What follows belongs to an exercise in optimizing a design on an open flow for small area, a short achievable clock period and few clock cycles per item; a production flow would make more cautious choices.
At most, simulation tests tie the RTL to the original design; equivalence was not proved.
Power figures rest on the tool's default switching activity, not on a simulated workload.

==> run M <==
==> flow/design.v <==
package imem_pkg;
    localparam int DEPTH_LOG2_DEF = 8;
    localparam int DATA_W         = 16;
    localparam int ADDR_W         = 16;
endpackage
module lat_counter (
    input  logic clk,
    input  logic rst,
    output logic zero_o
);
    assign zero_o = 1'b1;
endmodule
module imem_resp (
    input  logic              clk,
    input  logic              rst,
    input  logic              req,
    input  logic              wr,
    input  logic [imem_pkg::ADDR_W-1:0] addr,
    input  logic [imem_pkg::DATA_W-1:0] data_in,
    output logic [imem_pkg::DATA_W-1:0] data_out,
    output logic              stall,
    output logic              done,
    output logic              err
);
    localparam int DEPTH_LOG2 = imem_pkg::DEPTH_LOG2_DEF;
    localparam int DEPTH      = 1 << DEPTH_LOG2;
    logic [imem_pkg::DATA_W-1:0] mem_q [DEPTH];
    logic [imem_pkg::DATA_W-1:0] data_out_q;
    logic                        done_q, err_q;
    logic [DEPTH_LOG2-1:0] idx;
    logic                  mem_we;
    logic                  mem_re;
    assign idx    = addr[DEPTH_LOG2:1];
    assign mem_we = req && !rst && !addr[0] &&  wr;
    assign mem_re = req && !addr[0] && !wr;
    always_ff @(posedge clk) begin
        if (rst) begin
            data_out_q <= '0;
            done_q     <= 1'b0;
            err_q      <= 1'b0;
        end else begin
            if (mem_re) begin
                data_out_q <= mem_q[idx];
            end
            done_q <= req;
            err_q  <= req && addr[0];
        end
    end
    always_ff @(posedge clk) begin
        if (mem_we) begin
            mem_q[idx] <= data_in;
        end
    end
    assign data_out = data_out_q;
    assign stall    = 1'b0;
    assign done     = done_q;
    assign err      = err_q;
endmodule
==> flow/run.sh <==
#!/bin/bash
# synth_recipe.tcl (not shown) runs the flow's synth.tcl, then flattens the netlist and writes it again
# the make line also repeats each setting of config.mk as NAME=value (left out here)
make -C /OpenROAD-flow-scripts/flow DESIGN_CONFIG=/design/flow/config.mk WORK_HOME=/design/flow/orfs CLKGATE_MAP_FILE= SYNTH_SCRIPT=/design/flow/synth_recipe.tcl finish
==> flow/config.mk <==
export PLATFORM = sky130hd
export DESIGN_NAME = imem_resp
export DESIGN_NICKNAME = imem_resp
export VERILOG_FILES = /design/flow/design.v
export SDC_FILE = /design/flow/constraint.sdc
export NUM_CORES = 4
export LEC_CHECK = 0
export CAP_MARGIN = 20
export CORE_MARGIN = 2
export CORE_UTILIZATION = 45
export SETUP_SLACK_MARGIN = 1.0
export SLEW_MARGIN = 20
export TNS_END_PERCENT = 10
==> flow/constraint.sdc <==
create_clock -name core_clock -period 5.0 [get_ports {clk}]
set_input_delay 1.0000 -clock core_clock [delete_from_list [all_inputs] [get_ports {clk}]]
set_output_delay 1.0000 -clock core_clock [all_outputs]
set_load 0.01 [all_outputs]
==> run G: changes against run M <==
==> flow/design.v, changed modules only <==
module imem_sel #(
    parameter int N = 4
) (
    input  logic [N-1:0]                         sel_i,
    input  logic [N*imem_pkg::DATA_W-1:0]        in_i,    
    output logic [imem_pkg::DATA_W-1:0]          out_o
);
    always_comb begin
        out_o = '0;
        for (int k = 0; k < N; k++)
            out_o = out_o | ({imem_pkg::DATA_W{sel_i[k]}} & in_i[k*imem_pkg::DATA_W +: imem_pkg::DATA_W]);
    end
endmodule
module imem_resp (
    input  logic              clk,
    input  logic              rst,
    input  logic              req,
    input  logic              wr,
    input  logic [imem_pkg::ADDR_W-1:0] addr,
    input  logic [imem_pkg::DATA_W-1:0] data_in,
    output logic [imem_pkg::DATA_W-1:0] data_out,
    output logic              stall,
    output logic              done,
    output logic              err
);
    localparam int DEPTH_LOG2 = imem_pkg::DEPTH_LOG2_DEF;
    localparam int DEPTH      = 1 << DEPTH_LOG2;
    localparam int DW         = imem_pkg::DATA_W;
    logic [DW-1:0] mem_q [DEPTH];
    logic [DW-1:0] data_out_q, data_out_d;
    logic          done_q, err_q;
    logic [DEPTH_LOG2-1:0] idx;
    logic                  mem_we;
    logic                  mem_re;
    assign idx    = addr[DEPTH_LOG2:1];
    assign mem_we = req && !rst && !addr[0] &&  wr;
    assign mem_re = req && !addr[0] && !wr;
    logic [7:0] dec0, dec1;
    logic [3:0] dec2;
    always_comb begin
        for (int k = 0; k < 8; k++) dec0[k] = (idx[2:0] == k);
        for (int k = 0; k < 8; k++) dec1[k] = (idx[5:3] == k);
        for (int k = 0; k < 4; k++) dec2[k] = (idx[7:6] == k);
    end
    logic [DW-1:0] rd_l1 [32];
    logic [DW-1:0] rd_l2 [4];
    for (genvar g = 0; g < 32; g++) begin : g_l1
        logic [8*DW-1:0] in_w;
        for (genvar k = 0; k < 8; k++) begin : g_in
            assign in_w[k*DW +: DW] = mem_q[8 * g + k];
        end
        imem_sel #(.N(8)) u_sel (.sel_i(dec0), .in_i(in_w), .out_o(rd_l1[g]));
    end
    for (genvar g = 0; g < 4; g++) begin : g_l2
        logic [8*DW-1:0] in_w;
        for (genvar k = 0; k < 8; k++) begin : g_in
            assign in_w[k*DW +: DW] = rd_l1[8 * g + k];
        end
        imem_sel #(.N(8)) u_sel (.sel_i(dec1), .in_i(in_w), .out_o(rd_l2[g]));
    end
    logic       rd_en, hold;
    logic [4:0] sel3;
    assign rd_en = mem_re && !rst;
    assign hold  = !mem_re && !rst;
    always_comb begin
        for (int k = 0; k < 4; k++) sel3[k] = dec2[k] && rd_en;
        sel3[4] = hold;
    end
    begin : g_l3
        logic [5*DW-1:0] in_w;
        for (genvar k = 0; k < 4; k++) begin : g_in
            assign in_w[k*DW +: DW] = rd_l2[k];
        end
        assign in_w[4*DW +: DW] = data_out_q;
        imem_sel #(.N(5)) u_sel (.sel_i(sel3), .in_i(in_w), .out_o(data_out_d));
    end
    always_ff @(posedge clk) begin
        data_out_q <= data_out_d;
        if (rst) begin
            done_q <= 1'b0;
            err_q  <= 1'b0;
        end else begin
            done_q <= req;
            err_q  <= req && addr[0];
        end
    end
    always_ff @(posedge clk) begin
        if (mem_we) begin
            mem_q[idx] <= data_in;
        end
    end
    assign data_out = data_out_q;
    assign stall    = 1'b0;
    assign done     = done_q;
    assign err      = err_q;
endmodule
==> flow/flow/run.sh (new file) <==
#!/bin/bash
# Standard ORFS layout (standard synthesis unchanged), with two changes:
#  - port buffers are plain buf_2 cells instead of the default delay buffer,
#  - timing repair may resize cells across footprints, so port buffers and
#    other cells on critical paths can be upsized.
# The full make output is kept in standard.log; ORFS keeps each step's log
# under orfs/logs/.
set -euo pipefail
bash standard.sh MATCH_CELL_FOOTPRINT=0 \
    "BUFFER_PORTS_ARGS=-buffer_cell sky130_fd_sc_hd__buf_2" \
    finish > standard.log 2>&1
==> flow/standard.sh (new file) <==
#!/bin/bash
# synth_recipe.tcl (not shown) runs the flow's synth.tcl, then flattens the netlist and writes it again
# the make line also repeats each setting of config.mk as NAME=value (left out here)
make -C /OpenROAD-flow-scripts/flow DESIGN_CONFIG=/design/flow/config.mk WORK_HOME=/design/flow/orfs CLKGATE_MAP_FILE= SYNTH_SCRIPT=/design/flow/synth_recipe.tcl "${@:-finish}"
--- a/flow/config.mk
+++ b/flow/config.mk
@@ -8,6 +8,10 @@
 export CAP_MARGIN = 20
 export CORE_MARGIN = 2
-export CORE_UTILIZATION = 45
-export SETUP_SLACK_MARGIN = 1.0
+export CORE_UTILIZATION = 40
+export CTS_CLUSTER_DIAMETER = 100
+export CTS_CLUSTER_SIZE = 24
+export SETUP_SLACK_MARGIN = 2.0
 export SLEW_MARGIN = 20
-export TNS_END_PERCENT = 10
+export SYNTH_HIERARCHICAL = 1
+export SYNTH_MINIMUM_KEEP_SIZE = 0
+export TNS_END_PERCENT = 5
removed: flow/run.sh
==> comparison table <==
quantity                                                     run M           run G
Sequential group share of total power                        0.527           0.642
CP max FO                                                       69               8
Filler cell count                                           26,786          32,525
Via count of the first global-routing pass                  76,586          80,170
Simple logic cell fraction of the synthesized area          0.0174          0.0390
Final nets                                                   7,716           8,285
Total die area                                        356,000 um^2    392,000 um^2
Clock network area share                                    0.0734          0.0306
Power of the clock network                                 30.5 mW         17.5 mW
Reg-to-reg endpoint                                  data_out_q[9]  data_out_q[14]
Cell internal pwr                                          56.6 mW         46.0 mW
Part of the Yosys area used for sequential elements          0.780           0.797
Maximum single-stage delay on the critical path            0.55 ns         0.49 ns
Multiplexer share of the synthesized area                    0.167               0
Power consumed by sequential cells                         38.0 mW         37.9 mW
Final std cell area, no fill                          181,000 um^2    171,000 um^2
Floorplan die width                                         597 um          626 um
HPWL after detailed placement                               253 mm          243 mm
Length of routed met2 wiring                                197 mm          206 mm
Clock buffers                                                  503             208
Result of the run                 no timing/DRC/antenna violations  no timing/DRC/antenna violations
Testbench counts of run M, summed over its fixed seeds: cycles 16,000, items 16,000.
Testbench counts of run G, summed over its fixed seeds: cycles 16,000, items 16,000.


==> inputs of xenon <==
RTL: the design.v shown in full above, as it stands there.
make LEC_CHECK=0 CAP_MARGIN=20 CORE_MARGIN=2 CORE_UTILIZATION=40 SETUP_SLACK_MARGIN=2.0 SLEW_MARGIN=20 TNS_END_PERCENT=5 finish   # period 5.0 ns
run.sh (not shown) runs the stock make flow with config.mk's settings and CLKGATE_MAP_FILE= SYNTH_SCRIPT=/design/flow/synth_recipe.tcl, a recipe that flattens the netlist after the stock synthesis.
Stock flow here: none of the scripts above is used.
==> raven: changes against xenon <==
--- a/flow/design.v
+++ b/flow/design.v
@@ -11,2 +11,11 @@
     assign zero_o = 1'b1;
+endmodule
+module imem_sel #(
+    parameter int N = 4
+) (
+    input  logic [N-1:0] sel_i,
+    input  logic [N-1:0] in_i,
+    output logic         out_o
+);
+    assign out_o = |(sel_i & in_i);
 endmodule
@@ -26,5 +35,6 @@
     localparam int DEPTH      = 1 << DEPTH_LOG2;
-    logic [imem_pkg::DATA_W-1:0] mem_q [DEPTH];
-    logic [imem_pkg::DATA_W-1:0] data_out_q;
-    logic                        done_q, err_q;
+    localparam int DW         = imem_pkg::DATA_W;
+    logic [DW-1:0] mem_q [DEPTH];
+    logic [DW-1:0] data_out_q, data_out_d;
+    logic          done_q, err_q;
     logic [DEPTH_LOG2-1:0] idx;
@@ -35,11 +45,49 @@
     assign mem_re = req && !addr[0] && !wr;
+    logic [7:0] dec0, dec1;
+    logic [3:0] dec2;
+    always_comb begin
+        for (int k = 0; k < 8; k++) dec0[k] = (idx[2:0] == k);
+        for (int k = 0; k < 8; k++) dec1[k] = (idx[5:3] == k);
+        for (int k = 0; k < 4; k++) dec2[k] = (idx[7:6] == k);
+    end
+    logic [DW-1:0] rd_l1 [32];
+    logic [DW-1:0] rd_l2 [4];
+    logic       rd_en, hold;
+    logic [4:0] sel3;
+    assign rd_en = mem_re && !rst;
+    assign hold  = !mem_re && !rst;
+    always_comb begin
+        for (int k = 0; k < 4; k++) sel3[k] = dec2[k] && rd_en;
+        sel3[4] = hold;
+    end
+    for (genvar b = 0; b < DW; b++) begin : g_bit
+        for (genvar g = 0; g < 32; g++) begin : g_l1
+            logic [7:0] in_b;
+            for (genvar k = 0; k < 8; k++) begin : g_in
+                assign in_b[k] = mem_q[8 * g + k][b];
+            end
+            imem_sel #(.N(8)) u_sel (.sel_i(dec0), .in_i(in_b), .out_o(rd_l1[g][b]));
+        end
+        for (genvar g = 0; g < 4; g++) begin : g_l2
+            logic [7:0] in_b;
+            for (genvar k = 0; k < 8; k++) begin : g_in
+                assign in_b[k] = rd_l1[8 * g + k][b];
+            end
+            imem_sel #(.N(8)) u_sel (.sel_i(dec1), .in_i(in_b), .out_o(rd_l2[g][b]));
+        end
+        begin : g_l3
+            logic [4:0] in_b;
+            for (genvar k = 0; k < 4; k++) begin : g_in
+                assign in_b[k] = rd_l2[k][b];
+            end
+            assign in_b[4] = data_out_q[b];
+            imem_sel #(.N(5)) u_sel (.sel_i(sel3), .in_i(in_b), .out_o(data_out_d[b]));
+        end
+    end
     always_ff @(posedge clk) begin
+        data_out_q <= data_out_d;
         if (rst) begin
-            data_out_q <= '0;
-            done_q     <= 1'b0;
-            err_q      <= 1'b0;
+            done_q <= 1'b0;
+            err_q  <= 1'b0;
         end else begin
-            if (mem_re) begin
-                data_out_q <= mem_q[idx];
-            end
             done_q <= req;
==> flow/flow/run.sh (new file) <==
#!/bin/bash
# Standard ORFS layout (standard synthesis unchanged), with two changes:
#  - port buffers are plain buf_2 cells instead of the default delay buffer,
#  - timing repair may resize cells across footprints, so port buffers and
#    other cells on critical paths can be upsized.
# The full make output is kept in standard.log; ORFS keeps each step's log
# under orfs/logs/.
set -euo pipefail
bash standard.sh MATCH_CELL_FOOTPRINT=0 \
    "BUFFER_PORTS_ARGS=-buffer_cell sky130_fd_sc_hd__buf_2" \
    finish > standard.log 2>&1
==> flow/standard.sh (new file) <==
#!/bin/bash
# synth_recipe.tcl (not shown) runs the flow's synth.tcl, then flattens the netlist and writes it again
# the make line also repeats each setting of config.mk as NAME=value (left out here)
make -C /OpenROAD-flow-scripts/flow DESIGN_CONFIG=/design/flow/config.mk WORK_HOME=/design/flow/orfs CLKGATE_MAP_FILE= SYNTH_SCRIPT=/design/flow/synth_recipe.tcl "${@:-finish}"
- CTS_CLUSTER_DIAMETER: not set -> 100
- CTS_CLUSTER_SIZE: not set -> 24
- SETUP_SLACK_MARGIN: 2.0 -> 3.0
- SYNTH_HIERARCHICAL: not set -> 1
- SYNTH_MINIMUM_KEEP_SIZE: not set -> 0
removed: flow/run.sh
==> garnet: changes against xenon <==
==> flow/design.v (replaced) <==
package imem_pkg;
    typedef enum logic [1:0] {
        ST_IDLE = 2'd0,
        ST_BUSY = 2'd1,
        ST_DONE = 2'd2
    } state_e;
    localparam int DEPTH_LOG2_DEF = 8;
    localparam int LATENCY_DEF    = 2;
    localparam int CNT_W          = 4;
    localparam int DATA_W         = 16;
    localparam int ADDR_W         = 16;
endpackage
module lat_counter (
    input  logic             clk,
    input  logic             rst,
    input  logic             load_i,
    input  logic [imem_pkg::CNT_W-1:0] load_val_i,
    input  logic             dec_i,
    output logic             zero_o
);
    logic [imem_pkg::CNT_W-1:0] count_q;
    always_ff @(posedge clk) begin
        if (rst) begin
            count_q <= '0;
        end else if (load_i) begin
            count_q <= load_val_i;
        end else if (dec_i && (count_q != '0)) begin
            count_q <= count_q - 1'b1;
        end
    end
    assign zero_o = (count_q == '0);
endmodule
module imem_resp #(
    parameter int DEPTH_LOG2 = imem_pkg::DEPTH_LOG2_DEF,
    parameter int LATENCY    = imem_pkg::LATENCY_DEF
) (
    input  logic              clk,
    input  logic              rst,
    input  logic              req,
    input  logic              wr,
    input  logic [imem_pkg::ADDR_W-1:0] addr,
    input  logic [imem_pkg::DATA_W-1:0] data_in,
    output logic [imem_pkg::DATA_W-1:0] data_out,
    output logic              stall,
    output logic              done,
    output logic              err
);
    localparam int DEPTH = 1 << DEPTH_LOG2;
    localparam logic [imem_pkg::CNT_W-1:0] LOAD_VAL = (LATENCY >= 2) ? imem_pkg::CNT_W'(LATENCY - 2) : '0;
    imem_pkg::state_e            state_q, state_d;
    logic              wr_q;
    logic [imem_pkg::ADDR_W-1:0] addr_q;
    logic [imem_pkg::DATA_W-1:0] data_q;
    logic [imem_pkg::DATA_W-1:0] data_out_q;
    logic              stall_q, done_q, err_q;
    logic [imem_pkg::DATA_W-1:0] mem_q [DEPTH];
    logic                  accept;
    logic                  cnt_zero;
    logic                  op_wr;
    logic [imem_pkg::ADDR_W-1:0]     op_addr;
    logic [imem_pkg::DATA_W-1:0]     op_data;
    logic [DEPTH_LOG2-1:0] op_idx;
    logic                  completing;
    logic                  mem_we;
    logic                  mem_re;
    logic                  unused_addr_hi;
    lat_counter u_lat_counter (
        .clk        (clk),
        .rst        (rst),
        .load_i     (accept && (LATENCY >= 2)),
        .load_val_i (LOAD_VAL),
        .dec_i      (state_q == imem_pkg::ST_BUSY),
        .zero_o     (cnt_zero)
    );
    always_comb begin
        state_d = imem_pkg::ST_IDLE;
        accept  = 1'b0;
        op_wr   = wr_q;
        op_addr = addr_q;
        op_data = data_q;
        case (state_q)
            imem_pkg::ST_BUSY: begin
                state_d = cnt_zero ? imem_pkg::ST_DONE : imem_pkg::ST_BUSY;
            end
            default: begin
                if (req) begin
                    accept  = 1'b1;
                    state_d = (LATENCY >= 2) ? imem_pkg::ST_BUSY : imem_pkg::ST_DONE;
                    op_wr   = wr;
                    op_addr = addr;
                    op_data = data_in;
                end
            end
        endcase
        completing = !rst && (state_d == imem_pkg::ST_DONE);
        mem_we     = completing && !op_addr[0] && op_wr;
        mem_re     = completing && !op_addr[0] && !op_wr;
    end
    assign op_idx = op_addr[DEPTH_LOG2:1];
    assign unused_addr_hi = |(op_addr >> (DEPTH_LOG2 + 1));
    always_ff @(posedge clk) begin
        if (rst) begin
            state_q    <= imem_pkg::ST_IDLE;
            wr_q       <= 1'b0;
            addr_q     <= '0;
            data_q     <= '0;
            data_out_q <= '0;
            stall_q    <= 1'b0;
            done_q     <= 1'b0;
            err_q      <= 1'b0;
        end else begin
            state_q <= state_d;
            if (accept) begin
                wr_q   <= wr;
                addr_q <= addr;
                data_q <= data_in;
            end
            if (mem_re) begin
                data_out_q <= mem_q[op_idx];
            end
            stall_q <= (state_d == imem_pkg::ST_BUSY);
            done_q  <= (state_d == imem_pkg::ST_DONE);
            err_q   <= (state_d == imem_pkg::ST_DONE) && op_addr[0];
        end
    end
    always_ff @(posedge clk) begin
        if (mem_we) begin
            mem_q[op_idx] <= op_data;
        end
    end
    assign data_out = data_out_q;
    assign stall    = stall_q;
    assign done     = done_q;
    assign err      = err_q;
endmodule
- SETUP_SLACK_MARGIN: 2.0 -> not set
- TNS_END_PERCENT: 5 -> not set
==> summary of the runs <==
The highest wire length belongs to garnet, the lowest to xenon.
The highest count of clock-buffer cells in the layout belongs to garnet, the lowest to raven.
Between raven and xenon, the lower design area is in raven (gap about 7.5%, measured against xenon).
Clock power: garnet is larger than raven (about 70%).
The lowest core utilization belongs to raven, the highest to garnet.
==> figures <==
                                                                 garnet                    raven                    xenon
Initial core utilization                                           40.2%                    40.2%                    40.2%
Register share of the cell area                                    63.5%                    72.5%                    67.1%
Result of the run                                complete, no violations  complete, no violations  complete, no violations
Number of tap instances                                            5,428                    4,816                    5,220
Placed inst area                                               0.182 mm2                0.160 mm2                0.169 mm2
WL per Instance                                                  32.3 um                  34.0 um                  32.4 um
Top achievable clock speed                                       206 MHz                  347 MHz                  319 MHz
Met3 demand-to-capacity share in global routing                    5.97%                    4.41%                    4.27%
Synthesized net count                                             10,500                    7,521                    7,032
Area inside the core boundary                                  0.406 mm2                0.366 mm2                0.393 mm2
Wire length reported by the detailed router                       557 mm                   449 mm                   426 mm
Testbench counts of xenon, summed over its fixed seeds: cycles 16,000, items 16,000.
Testbench counts of raven, summed over its fixed seeds: cycles 16,000, items 16,000.
The RTL of garnet was laid out without a check of its function.

static timing again, ports no longer ideal:
The results above use ideal ports. As a check the final layouts listed here were re-extracted and re-timed, cells and wires unchanged.
Step 1, drivers: a clkbuf_16 drives clk and a buf_2 each remaining input, both assumed.
Step 2 also shifts input and output timing later by t, the mid clock arrival at the registers, as if the neighbouring blocks saw the same clock.
a / b / c = ideal ports / drivers / drivers and shift; a / b = the first two.
| run | t (ns) | setup WS [ns] | slew at the worst register clock pin (ns) |
|---|---|---|---|
| run M | 1.065 | 1.343 / 1.363 / 0.298 | 0.07 / 0.07 |
| run G | 1.032 | 1.750 / 1.787 / 0.755 | 0.10 / 0.10 |
| xenon | 1.069 | 1.870 / 1.784 / 0.716 | 0.07 / 0.07 |
| raven | 1.024 | 2.119 / 2.066 / 1.042 | 0.10 / 0.10 |
| garnet | 1.085 | 0.154 / 0.154 / -0.500 | 0.07 / 0.07 |
With both steps, setup timing fails in garnet, where it was met with ideal ports. For xenon, which loses most, drivers alone change the setup slack by -0.086 ns; drivers and shift together by -1.154 ns.
